From an optimization exercise on the open Yosys and OpenROAD flow, aimed at small area; shortcuts taken in it are not production practice. Only simulation tests tie the RTL to the original design; equivalence was not proved. No activity file was given, so power comes from the tool's default toggle rates.

==> flow/config.mk <==
export PLATFORM = sky130hd
export DESIGN_NAME = commit_checker_top
export DESIGN_NICKNAME = commit_checker_top
export VERILOG_FILES = /design/flow/design.v
export SDC_FILE = /design/flow/constraint.sdc
export NUM_CORES = 4
export LEC_CHECK = 0
export CAP_MARGIN = 10
export CORE_MARGIN = 2
export CORE_UTILIZATION = 65
export GPL_TIMING_DRIVEN = 0
export SETUP_SLACK_MARGIN = 0.2
export SLEW_MARGIN = 10
export SYNTH_HIERARCHICAL = 1
export SYNTH_MINIMUM_KEEP_SIZE = 0
==> flow/flow/run.sh <==
#!/bin/bash
# The standard layout (standard.sh, unchanged synthesis, floorplan, power
# grid and routing) with two changes passed to ORFS as make variables:
#  - the input and output port buffers use the smallest buffer cell;
#  - clock tree synthesis uses clkbuf_16 clusters of up to 28 sinks and
#    inserts no dummy loads.
# The whole ORFS output goes to standard_flow.log; ORFS also keeps its
# per-step logs under orfs/logs/.
set -euo pipefail
bash standard.sh \
  "BUFFER_PORTS_ARGS=-buffer_cell sky130_fd_sc_hd__buf_1" \
  "CTS_ARGS=-sink_clustering_enable -repair_clock_nets -dont_use_dummy_load -buf_list sky130_fd_sc_hd__clkbuf_16 -sink_clustering_size 28 -sink_clustering_max_diameter 80" \
  finish > standard_flow.log 2>&1
==> flow/standard.sh <==
#!/bin/bash
# synth_recipe.tcl (not shown) runs the flow's synth.tcl, then flattens the netlist and writes it again
# the make line also repeats each setting of config.mk as NAME=value (left out here)
make -C /OpenROAD-flow-scripts/flow DESIGN_CONFIG=/design/flow/config.mk WORK_HOME=/design/flow/orfs CLKGATE_MAP_FILE= SYNTH_SCRIPT=/design/flow/synth_recipe.tcl "${@:-finish}"
==> flow/constraint.sdc <==
create_clock -name core_clock -period 8.0 [get_ports {clk}]
set_input_delay 1.6000 -clock core_clock [delete_from_list [all_inputs] [get_ports {clk}]]
set_output_delay 1.6000 -clock core_clock [all_outputs]
set_load 0.01 [all_outputs]
==> flow/design.v <==
`timescale 1ns/1ps
package isa_pkg;
  localparam logic [31:0] PC_STEP = 32'd4;
  localparam logic [6:0] OPC_OP_IMM = 7'b0010011;
  localparam logic [6:0] OPC_AUIPC  = 7'b0010111;
  localparam logic [6:0] OPC_LOAD   = 7'b0000011;
  localparam logic [6:0] OPC_JAL    = 7'b1101111;
  localparam logic [6:0] OPC_JALR   = 7'b1100111;
  localparam logic [6:0] OPC_BRANCH = 7'b1100011;
  localparam logic [2:0] F3_ANDI = 3'b111;
  localparam logic [2:0] F3_LBU  = 3'b100;
  localparam logic [2:0] F3_BGE  = 3'b101;
  localparam logic [1:0] ERR_NONE   = 2'd0;
  localparam logic [1:0] ERR_RESULT = 2'd1;
  localparam logic [1:0] ERR_FLOW   = 2'd2;
endpackage
`timescale 1ns/1ps
import isa_pkg::*;
module shadow_regfile (
  input  logic        clk,
  input  logic        rst_n,
  input  logic        commit_valid_i,
  input  logic [31:0] commit_inst_i,
  input  logic        commit_we_i,
  input  logic [4:0]  commit_rd_i,
  input  logic [31:0] commit_value_i,
  output logic [31:0] rs1_val_o,
  output logic [31:0] rs2_val_o
);
  logic [31:1][31:0] regs;
  logic [31:1]       valid_q;
  logic [1:0][31:1]  wr_sel;     
  logic [1:0][31:1]  rd1_sel;
  logic [1:0][31:1]  rd2_sel;
  logic [1:0][31:1][15:0] regs_h;   
  logic [3:0] wr_hi, rd1_hi, rd2_hi;    
  logic [7:0] wr_lo, rd1_lo, rd2_lo;    
  rf_predec u_pre_wr  (.idx_i(commit_rd_i), .en_i(commit_valid_i && commit_we_i),
                       .hi_o(wr_hi), .lo_o(wr_lo));
  rf_predec u_pre_rd1 (.idx_i(commit_inst_i[19:15]), .en_i(1'b1), .hi_o(rd1_hi), .lo_o(rd1_lo));
  rf_predec u_pre_rd2 (.idx_i(commit_inst_i[24:20]), .en_i(1'b1), .hi_o(rd2_hi), .lo_o(rd2_lo));
  for (genvar h = 0; h < 2; h++) begin : g_half
    rf_sel u_wr  (.en_i({31{1'b1}}), .hi_i(wr_hi), .lo_i(wr_lo), .sel_o(wr_sel[h]));
    rf_sel u_rd1 (.en_i(valid_q), .hi_i(rd1_hi), .lo_i(rd1_lo), .sel_o(rd1_sel[h]));
    rf_sel u_rd2 (.en_i(valid_q), .hi_i(rd2_hi), .lo_i(rd2_lo), .sel_o(rd2_sel[h]));
  end
  always_ff @(posedge clk or negedge rst_n) begin
    if (!rst_n) begin
      valid_q <= '0;
    end else begin
      valid_q <= valid_q | wr_sel[0];
    end
  end
  for (genvar r = 1; r < 32; r++) begin : g_word
    rf_word u_word (
      .clk  (clk),
      .we_i ({wr_sel[1][r], wr_sel[0][r]}),
      .d_i  (commit_value_i),
      .q_o  (regs[r])
    );
  end
  for (genvar h = 0; h < 2; h++) begin : g_port
    for (genvar r = 1; r < 32; r++) begin : g_r
      assign regs_h[h][r] = regs[r][16*h +: 16];
    end
    rf_read_port u_rd1 (.regs_i(regs_h[h]), .sel_i(rd1_sel[h]), .val_o(rs1_val_o[16*h +: 16]));
    rf_read_port u_rd2 (.regs_i(regs_h[h]), .sel_i(rd2_sel[h]), .val_o(rs2_val_o[16*h +: 16]));
  end
endmodule
module rf_predec (
  input  logic [4:0] idx_i,
  input  logic       en_i,
  output logic [3:0] hi_o,
  output logic [7:0] lo_o
);
  always_comb begin
    for (int i = 0; i < 4; i++) hi_o[i] = en_i && (idx_i[4:3] == i[1:0]);
    for (int i = 0; i < 8; i++) lo_o[i] = (idx_i[2:0] == i[2:0]);
  end
endmodule
module rf_sel (
  input  logic [31:1] en_i,
  input  logic [3:0]  hi_i,
  input  logic [7:0]  lo_i,
  output logic [31:1] sel_o
);
  always_comb begin
    for (int i = 1; i < 32; i++) sel_o[i] = en_i[i] && hi_i[i / 8] && lo_i[i % 8];
  end
endmodule
module rf_word (
  input  logic        clk,
  input  logic [1:0]  we_i,
  input  logic [31:0] d_i,
  output logic [31:0] q_o
);
  always_ff @(posedge clk) begin
    if (we_i[0]) q_o[15:0]  <= d_i[15:0];
    if (we_i[1]) q_o[31:16] <= d_i[31:16];
  end
endmodule
module rf_read_port (
  input  logic [31:1][15:0] regs_i,
  input  logic [31:1] sel_i,
  output logic [15:0] val_o
);
  for (genvar b = 0; b < 16; b++) begin : g_bit
    logic [10:0] term_n;
    for (genvar k = 0; k < 10; k++) begin : g_aoi
      rf_aoi3 u_aoi (
        .s_i  (sel_i[3*k+3:3*k+1]),
        .d_i  ({regs_i[3*k+3][b], regs_i[3*k+2][b], regs_i[3*k+1][b]}),
        .y_no (term_n[k])
      );
    end
    rf_nand1 u_last (.s_i(sel_i[31]), .d_i(regs_i[31][b]), .y_no(term_n[10]));
    rf_nand_all u_or (.a_ni(term_n), .y_o(val_o[b]));
  end
endmodule
module rf_aoi3 (
  input  logic [2:0] s_i,
  input  logic [2:0] d_i,
  output logic       y_no
);
  assign y_no = ~|(s_i & d_i);
endmodule
module rf_nand1 (
  input  logic s_i,
  input  logic d_i,
  output logic y_no
);
  assign y_no = ~(s_i & d_i);
endmodule
module rf_nand_all (
  input  logic [10:0] a_ni,
  output logic        y_o
);
  assign y_o = ~&a_ni;
endmodule
`timescale 1ns/1ps
import isa_pkg::*;
module result_checker (
  input  logic        commit_valid_i,
  input  logic [31:0] commit_pc_i,
  input  logic [31:0] commit_inst_i,
  input  logic        commit_we_i,
  input  logic [4:0]  commit_rd_i,
  input  logic [31:0] commit_value_i,
  input  logic [31:0] commit_mem_addr_i,
  input  logic [31:0] commit_mem_data_i,
  input  logic [31:0] rs1_val_i,
  output logic        fail_o
);
  logic [6:0]  opcode;
  logic [2:0]  funct3;
  logic [4:0]  rd_field;
  logic [31:0] imm_i;
  logic        is_andi;
  logic        is_auipc;
  logic        is_lbu;
  logic        is_jal;
  logic [1:0]  lane;
  logic [3:0]  lane_eq;
  logic        byte_ok;
  logic [31:0] val_x;
  logic [31:0] val_y;
  logic [31:0] val_s;
  logic [31:0] val_c;
  logic [31:0] adr_s;
  logic [31:0] adr_c;
  logic        value_ok;
  logic        addr_ok;
  logic        mismatch;
  assign opcode   = commit_inst_i[6:0];
  assign funct3   = commit_inst_i[14:12];
  assign rd_field = commit_inst_i[11:7];
  assign imm_i = {{20{commit_inst_i[31]}}, commit_inst_i[31:20]};
  assign is_andi  = (opcode == OPC_OP_IMM) && (funct3 == F3_ANDI);
  assign is_auipc = (opcode == OPC_AUIPC);
  assign is_lbu   = (opcode == OPC_LOAD) && (funct3 == F3_LBU);
  assign is_jal   = (opcode == OPC_JAL);
  assign lane = rs1_val_i[1:0] + commit_inst_i[21:20];
  for (genvar l = 0; l < 4; l++) begin : g_lane
    assign lane_eq[l] = (commit_value_i[7:0] == commit_mem_data_i[8*l +: 8]);
  end
  assign byte_ok = (commit_value_i[31:8] == 24'b0) && lane_eq[lane];
  always_comb begin
    if (is_andi) val_x = rs1_val_i & imm_i;
    else         val_x = commit_pc_i;
  end
  assign val_y = {commit_inst_i[31:12] & {20{is_auipc}}, 9'b0, is_jal, 2'b0};
  for (genvar i = 0; i < 32; i++) begin : g_csa
    if (i < 12 && i != 2) begin : g_h
      csa_half u_val (.a_i(val_x[i]), .b_i(~commit_value_i[i]),
                      .s_o(val_s[i]), .c_o(val_c[i]));
    end else begin : g_f
      csa_full u_val (.a_i(val_x[i]), .b_i(val_y[i]), .c_i(~commit_value_i[i]),
                      .s_o(val_s[i]), .c_o(val_c[i]));
    end
    csa_full u_adr (.a_i(rs1_val_i[i]), .b_i(imm_i[i]), .c_i(~commit_mem_addr_i[i]),
                    .s_o(adr_s[i]), .c_o(adr_c[i]));
  end
  assign value_ok = &(val_s ^ {val_c[30:0], 1'b0});
  assign addr_ok  = &(adr_s ^ {adr_c[30:0], 1'b0});
  assign mismatch = (commit_we_i != (rd_field != '0))
                 || (commit_rd_i != rd_field)
                 || (is_lbu ? !(byte_ok && addr_ok) : !value_ok);
  assign fail_o = commit_valid_i && (is_andi || is_auipc || is_lbu || is_jal) && mismatch;
endmodule
module csa_full (
  input  logic a_i,
  input  logic b_i,
  input  logic c_i,
  output logic s_o,
  output logic c_o
);
  assign {c_o, s_o} = a_i + b_i + c_i;
endmodule
module csa_half (
  input  logic a_i,
  input  logic b_i,
  output logic s_o,
  output logic c_o
);
  assign {c_o, s_o} = a_i + b_i;
endmodule
`timescale 1ns/1ps
import isa_pkg::*;
module flow_checker #(
  parameter logic [31:0] RESET_PC = 32'h200
) (
  input  logic        clk,
  input  logic        rst_n,
  input  logic        commit_valid_i,
  input  logic [31:0] commit_pc_i,
  input  logic [31:0] commit_inst_i,
  input  logic [31:0] rs1_val_i,
  input  logic [31:0] rs2_val_i,
  input  logic [31:0] last_pc_i,      
  input  logic [31:0] last_inst_i,
  input  logic        last_ge_i,
  output logic        ge_o,           
  output logic        fail_o
);
  logic        first_q;    
  logic [6:0]  last_op;
  logic        last_jal;
  logic        last_jalr;
  logic        last_bge;
  logic [20:1] offset;     
  logic [31:2] off_ext;
  logic        cin2;
  logic [31:2] sum_s;
  logic [31:2] sum_c;
  logic        hi_ok;
  logic        lo_ok;
  logic        pc_bad;
  assign ge_o = $signed(rs1_val_i) >= $signed(rs2_val_i);
  assign last_op   = last_inst_i[6:0];
  assign last_jal  = (last_op == OPC_JAL);
  assign last_jalr = (last_op == OPC_JALR);
  assign last_bge  = (last_op == OPC_BRANCH) && (last_inst_i[14:12] == F3_BGE);
  always_comb begin
    if (last_jal)
      offset = {last_inst_i[31], last_inst_i[19:12], last_inst_i[20], last_inst_i[30:21]};
    else if (last_bge && last_ge_i)
      offset = {{9{last_inst_i[31]}}, last_inst_i[7], last_inst_i[30:25], last_inst_i[11:8]};
    else
      offset = 20'd2;    
  end
  assign off_ext = {{11{offset[20]}}, offset[20:2]};
  assign cin2    = last_pc_i[1] & offset[1];
  for (genvar i = 2; i < 32; i++) begin : g_csa
    csa_full u_pc (.a_i(last_pc_i[i]), .b_i(off_ext[i]), .c_i(~commit_pc_i[i]),
                   .s_o(sum_s[i]), .c_o(sum_c[i]));
  end
  assign hi_ok = &(sum_s ^ {sum_c[30:2], cin2});
  assign lo_ok = last_jal ? (commit_pc_i[1:0] == 2'b00)
                          : (commit_pc_i[1:0] == {last_pc_i[1] ^ offset[1], last_pc_i[0]});
  always_comb begin
    if (first_q)        pc_bad = (commit_pc_i != RESET_PC);
    else if (last_jalr) pc_bad = 1'b0;
    else                pc_bad = !(hi_ok && lo_ok);
  end
  assign fail_o = commit_valid_i && pc_bad;
  always_ff @(posedge clk or negedge rst_n) begin
    if (!rst_n) begin
      first_q <= 1'b1;
    end else if (commit_valid_i) begin
      first_q <= 1'b0;
    end
  end
endmodule
`timescale 1ns/1ps
import isa_pkg::*;
module verdict_collector (
  input  logic        clk,
  input  logic        rst_n,
  input  logic        commit_valid_i,
  input  logic [31:0] commit_pc_i,
  input  logic [31:0] commit_inst_i,
  input  logic        res_fail_i,
  input  logic        flow_fail_i,
  input  logic        ge_i,           
  output logic [31:0] last_pc_o,
  output logic [31:0] last_inst_o,
  output logic        last_ge_o,
  output logic        error_o,
  output logic [1:0]  err_kind_o,
  output logic [31:0] err_pc_o,
  output logic [31:0] err_inst_o
);
  logic seen_q;
  logic res_q;
  always_ff @(posedge clk or negedge rst_n) begin
    if (!rst_n) begin
      seen_q  <= 1'b0;
      error_o <= 1'b0;
    end else begin
      seen_q  <= seen_q || res_fail_i || flow_fail_i;
      error_o <= seen_q;
    end
  end
  always_ff @(posedge clk) begin
    if (commit_valid_i && !seen_q) begin
      res_q       <= res_fail_i;
      last_ge_o   <= ge_i;
      last_pc_o   <= commit_pc_i;
      last_inst_o <= commit_inst_i;
    end
  end
  assign err_kind_o = error_o ? (res_q ? ERR_RESULT : ERR_FLOW) : ERR_NONE;
  assign err_pc_o   = last_pc_o & {32{error_o}};
  assign err_inst_o = last_inst_o & {32{error_o}};
endmodule
`timescale 1ns/1ps
import isa_pkg::*;
module commit_checker_top #(
  parameter logic [31:0] RESET_PC = 32'h200
) (
  input  logic        clk,
  input  logic        rst_n,
  input  logic        commit_valid_i,
  input  logic [31:0] commit_pc_i,
  input  logic [31:0] commit_inst_i,
  input  logic        commit_we_i,
  input  logic [4:0]  commit_rd_i,
  input  logic [31:0] commit_value_i,
  input  logic [31:0] commit_mem_addr_i,
  input  logic [31:0] commit_mem_data_i,
  output logic        error_o,
  output logic [1:0]  err_kind_o,
  output logic [31:0] err_pc_o,
  output logic [31:0] err_inst_o
);
  logic [31:0] rs1_val;
  logic [31:0] rs2_val;
  logic        res_fail;
  logic        flow_fail;
  logic        ge;
  logic [31:0] last_pc;
  logic [31:0] last_inst;
  logic        last_ge;
  shadow_regfile shadow_regfile_inst (
    .clk            (clk),
    .rst_n          (rst_n),
    .commit_valid_i (commit_valid_i),
    .commit_inst_i  (commit_inst_i),
    .commit_we_i    (commit_we_i),
    .commit_rd_i    (commit_rd_i),
    .commit_value_i (commit_value_i),
    .rs1_val_o      (rs1_val),
    .rs2_val_o      (rs2_val)
  );
  result_checker result_checker_inst (
    .commit_valid_i    (commit_valid_i),
    .commit_pc_i       (commit_pc_i),
    .commit_inst_i     (commit_inst_i),
    .commit_we_i       (commit_we_i),
    .commit_rd_i       (commit_rd_i),
    .commit_value_i    (commit_value_i),
    .commit_mem_addr_i (commit_mem_addr_i),
    .commit_mem_data_i (commit_mem_data_i),
    .rs1_val_i         (rs1_val),
    .fail_o            (res_fail)
  );
  flow_checker #(
    .RESET_PC (RESET_PC)
  ) flow_checker_inst (
    .clk            (clk),
    .rst_n          (rst_n),
    .commit_valid_i (commit_valid_i),
    .commit_pc_i    (commit_pc_i),
    .commit_inst_i  (commit_inst_i),
    .rs1_val_i      (rs1_val),
    .rs2_val_i      (rs2_val),
    .last_pc_i      (last_pc),
    .last_inst_i    (last_inst),
    .last_ge_i      (last_ge),
    .ge_o           (ge),
    .fail_o         (flow_fail)
  );
  verdict_collector verdict_collector_inst (
    .clk            (clk),
    .rst_n          (rst_n),
    .commit_valid_i (commit_valid_i),
    .commit_pc_i    (commit_pc_i),
    .commit_inst_i  (commit_inst_i),
    .res_fail_i     (res_fail),
    .flow_fail_i    (flow_fail),
    .ge_i           (ge),
    .last_pc_o      (last_pc),
    .last_inst_o    (last_inst),
    .last_ge_o      (last_ge),
    .error_o        (error_o),
    .err_kind_o     (err_kind_o),
    .err_pc_o       (err_pc_o),
    .err_inst_o     (err_inst_o)
  );
endmodule
==> results of run 1 <==
## cell usage after synthesis, types with 2 or more instances
library cell / count / area, µm²
o21a_1: 2 / 15.0
a21o_1: 11 / 82.6
a21oi_1: 15 / 75.1
nor3_1: 8 / 40.0
a22o_1: 4 / 35.0
nor3b_1: 12 / 90.1
and3_2: 3 / 22.5
or4_1: 2 / 15.0
nor4b_1: 2 / 17.5
or2_1: 32 / 200
nor2b_1: 6 / 37.5
a222oi_1: 640 / 6410
or3_1: 65 / 407
and2_1: 74 / 463
fa_1: 83 / 1660
nand2_1: 132 / 495
nand3_1: 74 / 370
and3b_1: 6 / 52.6
o21ai_0: 33 / 165
buf_2: 2 / 10.0
xor2_1: 69 / 604
mux2_2: 2 / 22.5
edfxtp_1: 1058 / 31800
clkbuf_1: 21 / 78.8
buf_6: 5 / 56.3
dfrtp_1: 33 / 826
a21boi_0: 2 / 15.0
inv_1: 127 / 477
nor2_1: 8 / 30.0
and3b_2: 9 / 90.1
and3_1: 210 / 1310
nor4_1: 32 / 200
ha_1: 46 / 576
nand4_1: 160 / 1000
xnor2_1: 63 / 552
## state kept, by name, indices dropped and copies added (netlist names)
register,count
verdict_collector_inst.last_pc_o,32
flow_checker_inst.first_q,1
verdict_collector_inst.error_o,1
shadow_regfile_inst.g_word.u_word.q_o,992
verdict_collector_inst.res_q,1
verdict_collector_inst.last_inst_o,32
verdict_collector_inst.last_ge_o,1
verdict_collector_inst.seen_q,1
shadow_regfile_inst.valid_q,31
## stage by stage
| stage | cells | utilization | setup slack (ns) | cell area, µm² | hold WS [ns] |
|---|---|---|---|---|---|
| floorplan | 3143 | - | 2.88 | 48800 | 0.368 |
| global placement | 4347 | 0.685 | -0.187 | 50900 | 0.380 |
| detailed placement | 4356 | 0.688 | 0.210 | 51100 | 0.437 |
| CTS | 4405 | 0.705 | 0.861 | 52300 | 0.463 |
| global route | 4405 | 0.705 | 0.393 | 52300 | 0.477 |
| finish | 4415 | 0.705 | 0.357 | 52300 | 0.463 |
## power by group through the flow
stage	logic, mW	clock network (mW)	registers [mW]
floorplan	0.298	0	6.45
global placement	0.616	0	6.47
detailed placement	0.653	0	6.48
CTS	0.657	2.75	6.34
global route	0.720	2.94	6.35
finish	0.693	2.78	6.35
## kinds of logic (layout without fill, tap and decap cells)
group,after synthesis,in the layout,share of synthesized area
flip-flops,1092,1092,0.673
AND/OR/NAND/NOR,843,843,0.102
AO/OA/AOI/OAI,719,719,0.142
buffers and inverters,156,449,0.0130
XOR/XNOR,132,132,0.0238
adder cells (fa/ha/maj),129,129,0.0461
multiplexers,2,2,0.000464
other,1,80,0.0000773
## layer usage
layer | GRT usage | vias up | wire [µm]
met1 | 0.579 | 18100 | 55000
met3 | 0.116 | 719 | 28200
li1 | - | 14400 | -
met5 | 0 | - | 113
met2 | 0.693 | 3879 | 78800
met4 | 0.278 | 18 | 13900
## modules after synthesis (local to each module, per instance), a selection
module	flip-flops and latches	cells inside	times used	area (µm²)
csa_full	0	1	83	20.0
result_checker	0	360	1	2130
rf_nand1	0	1	64	3.75
rf_nand_all	0	4	64	23.8
rf_predec	0	12	3	96.3
rf_sel	0	31	6	194
rf_word	32	32	31	961
shadow_regfile	31	64	1	980
verdict_collector	68	143	1	2520
## worst max-delay path by stage
stage	slack, ns	endpoint	start
global placement	-0.19	verdict_collector_inst.last_ge_o$_DFFE_PP_	commit_inst_i[22]
floorplan	2.88	verdict_collector_inst.seen_q$_DFF_PN0_	commit_inst_i[19]
finish	0.36	verdict_collector_inst.seen_q$_DFF_PN0_	commit_inst_i[15]
detailed placement	0.21	verdict_collector_inst.seen_q$_DFF_PN0_	commit_inst_i[15]
global route	0.39	verdict_collector_inst.seen_q$_DFF_PN0_	commit_inst_i[15]
CTS	0.86	verdict_collector_inst.seen_q$_DFF_PN0_	commit_inst_i[15]
## layout make-up
| cell class | count | area [µm²] | area share |
|---|---|---|---|
| multi-input combinational | 1895 | 15600 | 0.297 |
| timing repair buffer | 244 | 1060 | 0.0202 |
| sequential | 1092 | 32600 | 0.623 |
| buffer | 29 | 153 | 0.00292 |
| clock buffer | 49 | 1230 | 0.0234 |
| antenna | 10 | 25.0 | 0.000478 |
| inverter | 127 | 477 | 0.00911 |
| tap | 969 | 1210 | 0.0232 |
## worst reg2reg max path: cells and delay by family (launching register included)
family / cells / cell delay [ns]
fa+ha+maj: 1 / 0.53
compound gates: 3 / 1.11
simple gates: 7 / 3.58
flops: 1 / 0.42
xor+xnor: 1 / 0.14
==> flow_metrics.tcl, run 1 <==
set metrics [dict create \
    powerDensity_nw_per_um2 188 \
    place_congestion 1.00 \
    cp.buffers_inverters 1 \
    cap_violations 0 \
    switchingPower_mw 2.22 \
    synthCells 3074 \
    die_h_um 277 \
    die-width_um 277 \
    finalSetupTns_ns 0 \
    postRouteWirelength_um 176000 \
    max_stage_delay_ns 1.12 \
    grt_pass1_wl_um 247000 \
    fin_nets 3736 \
    arrival_ns 8.15 \
    portBuffers 235 \
    cp_max_fo 16 \
    grt_pass1_vias 35800 \
    syn_to_final_growth_pct 7.90 \
    worstMarginPinSlew_ns 1.45 \
    post-route-period-util 0.955 \
    num_vias 37000 \
    r2r_cells 12 \
    antenna_found_initial 20 \
    min_delay_path_depth 0 \
    yosysUniqueCellTypes 58 \
    finalMaxSlewViolations 0 \
    postCtsHoldBufs 0 \
    peakVddDrop_uv 276 \
    core_area_um2 74200 \
    critPathTopFamily "simple AND/OR/NAND/NOR gates" \
    dpl.hpwl_um 115000 \
    finalPower_mw 9.82 \
    holdCritPathClass "flop to flop" \
    setup_viol 0 \
    timing.rr.end "verdict_collector_inst.seen_q$_DFF_PN0_" \
    post-cts-setup-buffers 0 \
    synth_edf_count 1058 \
    final_cell_mix "1,058 x edfxtp_1, 640 x a222oi_1, 210 x and3_1" \
    rows 100 \
    switching_share 0.226 \
    drt_iter0_drc 10500 \
    num-fill-cells 4952 \
    path_depth 14 \
    hold-path-endpoint "verdict_collector_inst.error_o$_DFF_PN0_" \
    fin_crit_ns 7.64 \
    ios 236 \
    syn_avg_cell_area_um2 15.8 \
    drcViolationCount 0 \
    crit_path_start_kind "input port" \
    grt_max_degree 34 \
    syn_area_um2 48500 \
    ant_nets 0 \
    wl_per_cell_um 39.9 \
    synthArstFlopShare 0.0311 \
    firstDrtPassIters 14 \
    initial_core_util 0.654 \
    cts_buffers 49 \
    path_cells "buf_1, nor3b_1, and3_1, a222oi_1, nand3_1, or3_1, fa_1, xnor2_1, nor4_1, nand4_1, nor4_1, o21ai_0, o2111a_1, or3_1" \
    end_kind "flop" \
    p_leak_nw 17.9 \
    clock_sinks 1092 \
    finalHoldViolations 0 \
    ys.flop_type "edfxtp_1" \
    tritoncts "built" \
    min_from "verdict_collector_inst.seen_q$_DFF_PN0_" \
    grt_remaining_overflow 0 \
    drive_gt1_frac 0.0364 \
    critPathKind "input port to flop" \
    intPower_mw 7.60 \
    rsz0062_at_grt "false" \
    dieArea_um2 76800 \
    cts.repair.resized 0 \
    status "no timing/DRC/antenna violations" \
    fmax_mhz 131 \
    ys_ff_latch 1092 \
    power.share.clock 0.283 \
    p_comb_frac 0.071 \
    max-slew-margin-rel 0.0341 \
    r2r_setup_slack_ns 2.06 \
    gr-usage-all-layers 0.450 \
    clk_pin_slew_ns 0.11 \
    clkLatencyLatePin_ns 0.67 \
    worstReg2RegStart "shadow_regfile_inst.valid_q[19]$_DFF_PN0_" \
    ys_warn_count 13 \
    pwr-share-seq 0.647 \
    clockRootBuffer "clkbuf_16" \
    cp_slowest_cell "nor3b_1" \
    skew_ns 0.0655 \
    vias_per_cell 8.39 \
    final_common_cell "edfxtp_1" \
    worstPathRequired_ns 8.51 \
    ys_seq_area_frac 0.673 \
    clockBufferDepth 3 \
    cts_max_level 2 \
]
==> run 2: changes to the inputs <==
--- a/flow/design.v
+++ b/flow/design.v
@@ -164,12 +164,10 @@
   logic        byte_ok;
   logic [31:0] val_x;
   logic [31:0] val_y;
+  logic [31:0] val_kn;
   logic [31:0] val_s;
   logic [31:0] val_c;
-  logic [31:0] adr_s;
-  logic [31:0] adr_c;
-  logic        value_ok;
-  logic        addr_ok;
+  logic        sum_ok;
   logic        mismatch;
   assign opcode   = commit_inst_i[6:0];
   assign funct3   = commit_inst_i[14:12];
@@ -185,26 +183,24 @@
   end
   assign byte_ok = (commit_value_i[31:8] == 24'b0) && lane_eq[lane];
   always_comb begin
-    if (is_andi) val_x = rs1_val_i & imm_i;
-    else         val_x = commit_pc_i;
+    if (is_andi)     val_x = rs1_val_i & imm_i;
+    else if (is_lbu) val_x = rs1_val_i;
+    else             val_x = commit_pc_i;
+    if (is_auipc)    val_y = {commit_inst_i[31:12], 12'b0};
+    else if (is_jal) val_y = 32'd4;
+    else if (is_lbu) val_y = imm_i;
+    else             val_y = 32'd0;
   end
-  assign val_y = {commit_inst_i[31:12] & {20{is_auipc}}, 9'b0, is_jal, 2'b0};
+  assign val_kn = is_lbu ? ~commit_mem_addr_i : ~commit_value_i;
   for (genvar i = 0; i < 32; i++) begin : g_csa
-    if (i < 12 && i != 2) begin : g_h
-      csa_half u_val (.a_i(val_x[i]), .b_i(~commit_value_i[i]),
-                      .s_o(val_s[i]), .c_o(val_c[i]));
-    end else begin : g_f
-      csa_full u_val (.a_i(val_x[i]), .b_i(val_y[i]), .c_i(~commit_value_i[i]),
-                      .s_o(val_s[i]), .c_o(val_c[i]));
-    end
-    csa_full u_adr (.a_i(rs1_val_i[i]), .b_i(imm_i[i]), .c_i(~commit_mem_addr_i[i]),
-                    .s_o(adr_s[i]), .c_o(adr_c[i]));
+    csa_full u_sum (.a_i(val_x[i]), .b_i(val_y[i]), .c_i(val_kn[i]),
+                    .s_o(val_s[i]), .c_o(val_c[i]));
   end
-  assign value_ok = &(val_s ^ {val_c[30:0], 1'b0});
-  assign addr_ok  = &(adr_s ^ {adr_c[30:0], 1'b0});
+  assign sum_ok = &(val_s ^ {val_c[30:0], 1'b0});
   assign mismatch = (commit_we_i != (rd_field != '0))
                  || (commit_rd_i != rd_field)
-                 || (is_lbu ? !(byte_ok && addr_ok) : !value_ok);
+                 || !sum_ok
+                 || (is_lbu && !byte_ok);
   assign fail_o = commit_valid_i && (is_andi || is_auipc || is_lbu || is_jal) && mismatch;
 endmodule
 module csa_full (
@@ -216,14 +212,6 @@
 );
   assign {c_o, s_o} = a_i + b_i + c_i;
 endmodule
-module csa_half (
-  input  logic a_i,
-  input  logic b_i,
-  output logic s_o,
-  output logic c_o
-);
-  assign {c_o, s_o} = a_i + b_i;
-endmodule
 `timescale 1ns/1ps
 import isa_pkg::*;
 module flow_checker #(
==> flow/flow/run.sh (replaced) <==
#!/bin/bash
# The standard layout (standard.sh, unchanged synthesis, floorplan, power
# grid and routing) with two changes passed to ORFS as make variables:
#  - the input and output port buffers use the smallest buffer cell;
#  - clock tree synthesis uses clkbuf_16 clusters of up to 28 sinks (at most 100 um across) and
#    inserts no dummy loads.
# The whole ORFS output goes to standard_flow.log; ORFS also keeps its
# per-step logs under orfs/logs/.
set -euo pipefail
bash standard.sh \
  "BUFFER_PORTS_ARGS=-buffer_cell sky130_fd_sc_hd__buf_1" \
  "CTS_ARGS=-sink_clustering_enable -repair_clock_nets -dont_use_dummy_load -buf_list sky130_fd_sc_hd__clkbuf_16 -sink_clustering_size 28 -sink_clustering_max_diameter 100" \
  finish > standard_flow.log 2>&1
==> run 2 against run 1 <==
  * Critical path depth decreased by 1
  * Synthesized cell count decreased by 3.3%
  * Sequential share of layout area increased by 0.66 points
  * Worst setup slack improved by 0.54 ns
  * Sequential power about the same
  * Via count decreased by 4.1%
  * Cell area decreased by 1.0%
  * Critical path type unchanged
  * Largest power group unchanged
==> flow_metrics.tcl, run 2 <==
set metrics [dict create \
    fmax_mhz 141 \
    switching_share 0.218 \
    drt_iter0_drc 9840 \
    post-cts-setup-buffers 0 \
    top_register "shadow_regfile_inst.g_word.u_word.q_o" \
    synth.area.top_cells "edfxtp_1 66%, a222oi_1 13%, fa_1 2.6%, and3_1 2.5%, nand4_1 2.0%" \
    layout_setup_ws_ns 0.898 \
    cap_violations 0 \
    holdCritPathClass "flop to flop" \
    dp_slack_ns 0.931 \
    worstReg2RegStart "shadow_regfile_inst.valid_q[21]$_DFF_PN0_" \
    place_area_um2 50600 \
    end_kind "flop" \
    cts_max_level 2 \
    cp_max_fo 16 \
    worstMarginPinSlew_ns 1.38 \
    holdWs_ns 0.478 \
    finalHoldViolations 0 \
    portBuffers 235 \
    syn_area_um2 48000 \
    critPathKind "input port to flop" \
    yosysUniqueCellTypes 62 \
    vias_per_cell 8.26 \
    fin_area_um2 51800 \
    ys_seq_area_frac 0.679 \
    peakVddDrop_uv 255 \
    place_congestion 0.987 \
    tritoncts "built" \
    switchingPower_mw 2.10 \
    clkLatencyLatePin_ns 0.67 \
    core_area_um2 73100 \
    die-width_um 276 \
    synth.top_cell.area_share 0.661 \
    ys_ff_latch 1092 \
    max-slew-margin-rel 0.0698 \
    rsz0062_at_grt "false" \
    grt_pass1_wl_um 228000 \
    ios 236 \
    finalSetupTns_ns 0 \
    arrival_ns 7.43 \
    wl_per_cell_um 37.7 \
    die_h_um 276 \
    powerDensity_nw_per_um2 185 \
    post-route-period-util 0.888 \
    ys_warn_count 13 \
    synthArstFlopShare 0.0311 \
    r2r_setup_slack_ns 2.42 \
    reg.largest.list "shadow_regfile_inst.g_word.u_word.q_o (992), verdict_collector_inst.last_inst_o (32), verdict_collector_inst.last_pc_o (32)" \
    grt_remaining_overflow 0 \
    fin_nets 3599 \
    yosys.area.top_type "edfxtp_1" \
    ys.flop_type "edfxtp_1" \
    initial_core_util 0.657 \
    gr-usage-all-layers 0.419 \
    cts.repair.resized 0 \
    clock_sinks 1092 \
    firstDrtPassIters 22 \
    num_vias 35500 \
    synth.top_cells.by_count "1,058 x edfxtp_1, 640 x a222oi_1, 191 x and3_1" \
    postCtsHoldBufs 0 \
    status "no timing/DRC/antenna violations" \
    p_comb_frac 0.059 \
    worstPathRequired_ns 8.33 \
    drcViolationCount 0 \
    crit_path_start_kind "input port" \
    pwr-share-seq 0.662 \
    syn_avg_cell_area_um2 16.2 \
    rows 99 \
    synthCells 2973 \
    syn_to_final_growth_pct 7.79 \
    drive_gt1_frac 0.0480 \
    clockBufferDepth 3 \
    ant_nets 0 \
    largest_reg_flops 992 \
    grt_max_degree 34 \
    dpl.hpwl_um 106000 \
    finalMaxSlewViolations 0 \
    antenna_found_initial 11 \
    cts_buffers 46 \
    final_cell_mix "1,058 x edfxtp_1, 640 x a222oi_1, 204 x buf_1" \
    clk_pin_slew_ns 0.09 \
    clockRootBuffer "clkbuf_16" \
    fin_crit_ns 7.10 \
    power.share.clock 0.279 \
    postRouteWirelength_um 162000 \
    dieArea_um2 76100 \
    post-synth-top-count-cell "edfxtp_1" \
    skew_ns 0.117 \
    setup_viol 0 \
    finalPower_mw 9.60 \
    min_from "verdict_collector_inst.seen_q$_DFF_PN0_" \
    final_common_cell "edfxtp_1" \
    intPower_mw 7.50 \
    synth_edf_count 1058 \
    p_leak_nw 17.5 \
    crit_start "commit_inst_i[21]" \
    grt_pass1_vias 33900 \
]
==> run 2: cell count changes after synthesis, moves of 20 or more <==
cell and change:
inv_1 -63, nand2_1 -39, o21ai_0 -30, mux2i_1 +55, a21o_1 +20, fa_1 -21, nor2_2 +20
==> run 2: power by group through the flow <==
stage	Clock [mW]	Combinational (mW)	Sequential (mW)
finish	2.68	0.570	6.35
global route	2.85	0.597	6.35
CTS	2.68	0.544	6.35
detailed placement	0	0.542	6.48
global placement	0	0.518	6.47
floorplan	0	0.244	6.45
==> run 2: stage by stage <==
step | instances | util
after floorplan | 3042 | -
after global placement | 4236 | 0.689
after detailed placement | 4244 | 0.692
after CTS | 4290 | 0.708
after global routing | 4294 | 0.708
final | 4299 | 0.709
==> run 2: area by class of cell <==
type	instances	area [µm²]
diodes	9	22.5
plain buffers	33	229
clock buffers	46	1150
fillers	4892	21300
inverters	64	240
multi-input cells	1853	15300
flip-flops and latches	1092	32600
well taps	959	1200
repair buffers	243	1040
==> run 2: cell families after synthesis <==
family          share of synthesized area
compound gates                      0.146
xor+xnor                           0.0184
fa+ha+maj                          0.0350
buf+inv                           0.00977
flops                               0.679
mux                                0.0115
other cells                     0.0000781
simple gates                        0.100
==> run 2: per-module statistics from Yosys, one instance, submodules excluded, excerpt <==
module	copies in the design	area (µm²)
csa_full	62	20.0
result_checker	1	2230
rf_aoi3	640	10.0
rf_nand1	64	3.75
rf_nand_all	64	23.8
rf_predec	3	96.3
rf_sel	6	194
rf_word	31	961
shadow_regfile	1	980
verdict_collector	1	2520
==> run 2: final timing paths <==
| path | endpoint | cells after the start |
|---|---|---|
| max in group asynchronous | flow_checker_inst.first_q$_DFFE_PN1P_ | 2 |
| min in group asynchronous | verdict_collector_inst.seen_q$_DFF_PN0_ | 1 |
| max reg2reg | verdict_collector_inst.last_ge_o$_DFFE_PP_ | 10 |
| min | verdict_collector_inst.error_o$_DFF_PN0_ | 0 |
| max | verdict_collector_inst.last_ge_o$_DFFE_PP_ | 13 |
| min reg2reg | verdict_collector_inst.error_o$_DFF_PN0_ | 0 |
==> run 2: worst max-delay path, stage by stage <==
cell and delay [ns]:
buf_1 0.37, nor3_1 1.16, and3_1 0.98, a222oi_1 0.26, nand4_1 0.38, or3_1 0.18
inv_1 0.04, ha_1 0.42, nand4_1 0.19, nor4_1 1.06, o31ai_1 0.24, and3_1 0.25
o22ai_1 0.29
==> run 2: per-layer routing <==
| metal | vias up | GRT usage | wire, µm |
|---|---|---|---|
| met5 | - | 0 | 52 |
| met4 | 8 | 0.269 | 13400 |
| met3 | 654 | 0.0856 | 23500 |
| met2 | 3478 | 0.641 | 72700 |
| met1 | 17300 | 0.554 | 52300 |
| li1 | 14100 | - | - |
==> run 3: changes to the inputs <==
==> flow/run.sh (new file) <==
#!/bin/bash
# synth_recipe.tcl (not shown) runs the flow's synth.tcl, then flattens the netlist and writes it again
# the make line also repeats each setting of config.mk as NAME=value (left out here)
make -C /OpenROAD-flow-scripts/flow DESIGN_CONFIG=/design/flow/config.mk WORK_HOME=/design/flow/orfs CLKGATE_MAP_FILE= SYNTH_SCRIPT=/design/flow/synth_recipe.tcl finish
--- a/flow/config.mk
+++ b/flow/config.mk
@@ -8,6 +8,9 @@
 export CAP_MARGIN = 10
 export CORE_MARGIN = 2
 export CORE_UTILIZATION = 65
+export CTS_BUF_LIST = sky130_fd_sc_hd__clkbuf_16
+export CTS_CLUSTER_DIAMETER = 100
+export CTS_CLUSTER_SIZE = 28
 export GPL_TIMING_DRIVEN = 0
 export SETUP_SLACK_MARGIN = 0.2
 export SLEW_MARGIN = 10
removed: flow/flow/run.sh
removed: flow/standard.sh
==> run 3 against run 2 <==
  * Sequential power hardly changed
  * Register-to-register slack improved by 0.16 ns
  * First-iteration DRC count down 4.7%
  * Clock skew down 0.065 ns
  * Combinational power rose by 8.1%
  * Clock power rose by 4%
  * Cell area rose by 3.0%
  * Via count increased by 0.27%
  * Total power increased by 1.6%
  * Critical endpoint unchanged
  * Core utilization is 2.1 points higher
  * Cell count increased by 0.86%
  * Worst setup slack got worse by 0.35 ns
==> flow_metrics.tcl, run 3 <==
set metrics [dict create \
    worstPathRequired_ns 8.38 \
    fmax_mhz 134 \
    worstMarginPinSlew_ns 1.39 \
    post-route-period-util 0.932 \
    wl_per_cell_um 37.1 \
    fin_nets 3596 \
    p_leak_nw 18.2 \
    clockBufferDepth 3 \
    critPathKind "input port to flop" \
    synth.area.top_cells "edfxtp_1 66%, a222oi_1 13%, fa_1 2.6%, and3_1 2.5%, nand4_1 2.0%" \
    firstDrtPassIters 29 \
    crit_top_cell "a21oi_1" \
    core_area_um2 73100 \
    setup_viol 0 \
    die-width_um 276 \
    clock_sinks 1092 \
    antenna_found_initial 13 \
    synthArstFlopShare 0.0311 \
    postRouteWirelength_um 161000 \
    path_cells "clkdlybuf4s50_1, nor3_1, and3_1, a222oi_1, nand4_1, or3_1, ha_1, a21oi_1, o21a_1, o21ai_0, a2111oi_1, a21oi_1, o22ai_1" \
    ant_nets 0 \
    cp_max_fo 16 \
    postCtsHoldBufs 0 \
    dp.cells 4240 \
    clkLatencyLatePin_ns 0.66 \
    dieArea_um2 76100 \
    synth.top_cell.area_share 0.661 \
    final_cell_mix "1,058 x edfxtp_1, 640 x a222oi_1, 220 x clkdlybuf4s50_1" \
    rows 99 \
    cts_max_level 2 \
    syn_area_um2 48000 \
    vias_per_cell 8.21 \
    hold-path-endpoint "verdict_collector_inst.error_o$_DFF_PN0_" \
    place_congestion 0.974 \
    final_common_cell "edfxtp_1" \
    max-slew-margin-rel 0.0674 \
    top_register "shadow_regfile_inst.g_word.u_word.q_o" \
    rsz0062_at_grt "false" \
    r2r_cells 11 \
    cts_buffers 46 \
    reg.largest.list "shadow_regfile_inst.g_word.u_word.q_o (992), verdict_collector_inst.last_inst_o (32), verdict_collector_inst.last_pc_o (32)" \
    powerDensity_nw_per_um2 183 \
    fin_crit_ns 7.46 \
    finalNonFillerCells 4336 \
    drive_gt1_frac 0.0437 \
    num_vias 35600 \
    timing.rr.end "verdict_collector_inst.last_ge_o$_DFFE_PP_" \
    clk_pin_slew_ns 0.10 \
    die_h_um 276 \
    cts.repair.resized 0 \
    min_delay_path_depth 0 \
    largest_reg_flops 992 \
    crit_path_start_kind "input port" \
    grt_pass1_wl_um 227000 \
    ios 236 \
    ys_seq_area_frac 0.679 \
    min_from "verdict_collector_inst.seen_q$_DFF_PN0_" \
    critPathTopFamily "simple AND/OR/NAND/NOR gates" \
    ys_warn_count 13 \
    finalSetupTns_ns 0 \
    skew_ns 0.0520 \
    finalHoldViolations 0 \
    syn_to_final_growth_pct 11.0 \
    arrival_ns 7.83 \
    drt_iter0_drc 9376 \
    syn_avg_cell_area_um2 16.2 \
    end_kind "flop" \
    yosysUniqueCellTypes 62 \
    tritoncts "built" \
    drcViolationCount 0 \
    cp.buffers_inverters 1 \
    r2r_setup_slack_ns 2.58 \
    holdWs_ns 0.476 \
    ys_ff_latch 1092 \
    initial_core_util 0.657 \
    grt_remaining_overflow 0 \
    synth.top_cells.by_count "1,058 x edfxtp_1, 640 x a222oi_1, 191 x and3_1" \
    yosys.area.top_type "edfxtp_1" \
    cap_violations 0 \
    clockRootBuffer "clkbuf_16" \
    gr-usage-all-layers 0.417 \
    finalMaxSlewViolations 0 \
    dpl.hpwl_um 106000 \
    peakVddDrop_uv 245 \
    synthCells 2973 \
    ys.flop_type "edfxtp_1" \
    post-cts-setup-buffers 0 \
    max_stage_delay_ns 1.19 \
    synth_edf_count 1058 \
    portBuffers 235 \
    grt_max_degree 34 \
    grt_pass1_vias 34200 \
    cp_slowest_cell "nor3_1" \
    post-synth-top-count-cell "edfxtp_1" \
    status "no timing/DRC/antenna violations" \
    holdCritPathClass "flop to flop" \
    worstReg2RegStart "shadow_regfile_inst.valid_q[19]$_DFF_PN0_" \
]
==> run 3: cell counts after synthesis <==
No cell type changed its count.
==> run 3: area by class of cell <==
| cell class | instances | area, µm² |
|---|---|---|
| antenna | 11 | 27.5 |
| buffer | 33 | 229 |
| clock buffer | 46 | 1150 |
| clock inverter | 38 | 201 |
| fill | 4709 | 19800 |
| inverter | 64 | 240 |
| multi-input combinational | 1853 | 15300 |
| sequential | 1092 | 32600 |
| tap | 959 | 1200 |
| timing repair buffer | 240 | 2370 |
==> run 3: power by group <==
group	internal (mW)	switching [mW]	total, mW
combinational	0.214	0.402	0.616
sequential	6.31	0.0453	6.35
clock	1.08	1.71	2.79
==> run 3: worst max-delay path by stage <==
| stage | startpoint | to | slack (ns) | cells after the start |
|---|---|---|---|---|
| detailed placement | commit_inst_i[17] | verdict_collector_inst.last_ge_o$_DFFE_PP_ | 0.52 | 13 |
| CTS | commit_inst_i[17] | verdict_collector_inst.last_ge_o$_DFFE_PP_ | 1.12 | 13 |
| global placement | commit_inst_i[24] | verdict_collector_inst.last_ge_o$_DFFE_PP_ | -0.09 | 14 |
| global route | commit_inst_i[21] | verdict_collector_inst.last_ge_o$_DFFE_PP_ | 0.72 | 14 |
| floorplan | commit_inst_i[19] | verdict_collector_inst.seen_q$_DFF_PN0_ | 2.88 | 15 |
| finish | commit_inst_i[16] | verdict_collector_inst.last_ge_o$_DFFE_PP_ | 0.54 | 13 |
==> run 3: Yosys stat by module (local to each module, per instance), a selection <==
module / flip-flops and latches / cell area [µm²] / copies in the design / cells
rf_predec: 0 / 96.3 / 3 / 12
rf_aoi3: 0 / 10.0 / 640 / 1
rf_sel: 0 / 194 / 6 / 31
verdict_collector: 68 / 2520 / 1 / 143
rf_nand_all: 0 / 23.8 / 64 / 4
result_checker: 0 / 2230 / 1 / 291
rf_word: 32 / 961 / 31 / 32
shadow_regfile: 31 / 980 / 1 / 64
csa_full: 0 / 20.0 / 62 / 1
rf_nand1: 0 / 3.75 / 64 / 1
==> run 3: logic make-up (layout without fill, tap and decap cells) <==
group	count (synthesis)	after routing	share of synthesized area
flops	1092	1092	0.679
other cells	1	81	0.0000781
buf+inv	97	421	0.00977
simple gates	808	808	0.100
fa+ha+maj	97	97	0.0350
compound gates	722	722	0.146
mux	55	55	0.0115
xor+xnor	101	101	0.0184
==> run 3: stage by stage <==
| step | setup slack, ns | total power, mW | instance area, µm² | utilization |
|---|---|---|---|---|
| global route | 0.722 | 9.99 | 53300 | 0.730 |
| global placement | -0.0867 | 7.05 | 51900 | 0.710 |
| CTS | 1.12 | 9.74 | 53300 | 0.730 |
| detailed placement | 0.521 | 7.07 | 52000 | 0.711 |
| finish | 0.545 | 9.75 | 53300 | 0.730 |
| floorplan | 2.88 | 6.70 | 48300 | - |
==> run 3: layer usage <==
layer  vias up  track usage  wire length (µm)
met5         -            0                13
met4         2        0.276             12800
met3       664       0.0941             23500
met2      3531        0.642             73600
met1     17200        0.536             50800
li1      14200            -                 -

-- what the ideal ports hide --
How much do the figures lean on ideal ports? The routed layouts below were timed once more, with nothing changed but the port constraints. Step 1, drivers: a clkbuf_16 drives clk and a buf_2 each remaining input, both assumed. Step 2 times the ports against the registers' clock, not the clock port: input delays grow and output delays shrink by t, the midpoint of the rising clock arrivals with the driver on. Three values: ideal, step 1, step 2; two values: the first two.
run | t, ns | setup WS [ns] | worst setup path after step 2
run 1 | 0.690 | 0.357 / 0.395 / -0.295 | input to register
run 2 | 0.675 | 0.898 / 0.935 / 0.260 | input to register
run 3 | 0.706 | 0.545 / 0.592 / -0.114 | input to register
Met with ideal ports but missed after step 2: setup timing in run 1 and run 3. For run 3, which loses most, drivers alone change the setup slack by +0.047 ns; drivers and shift together by -0.659 ns.
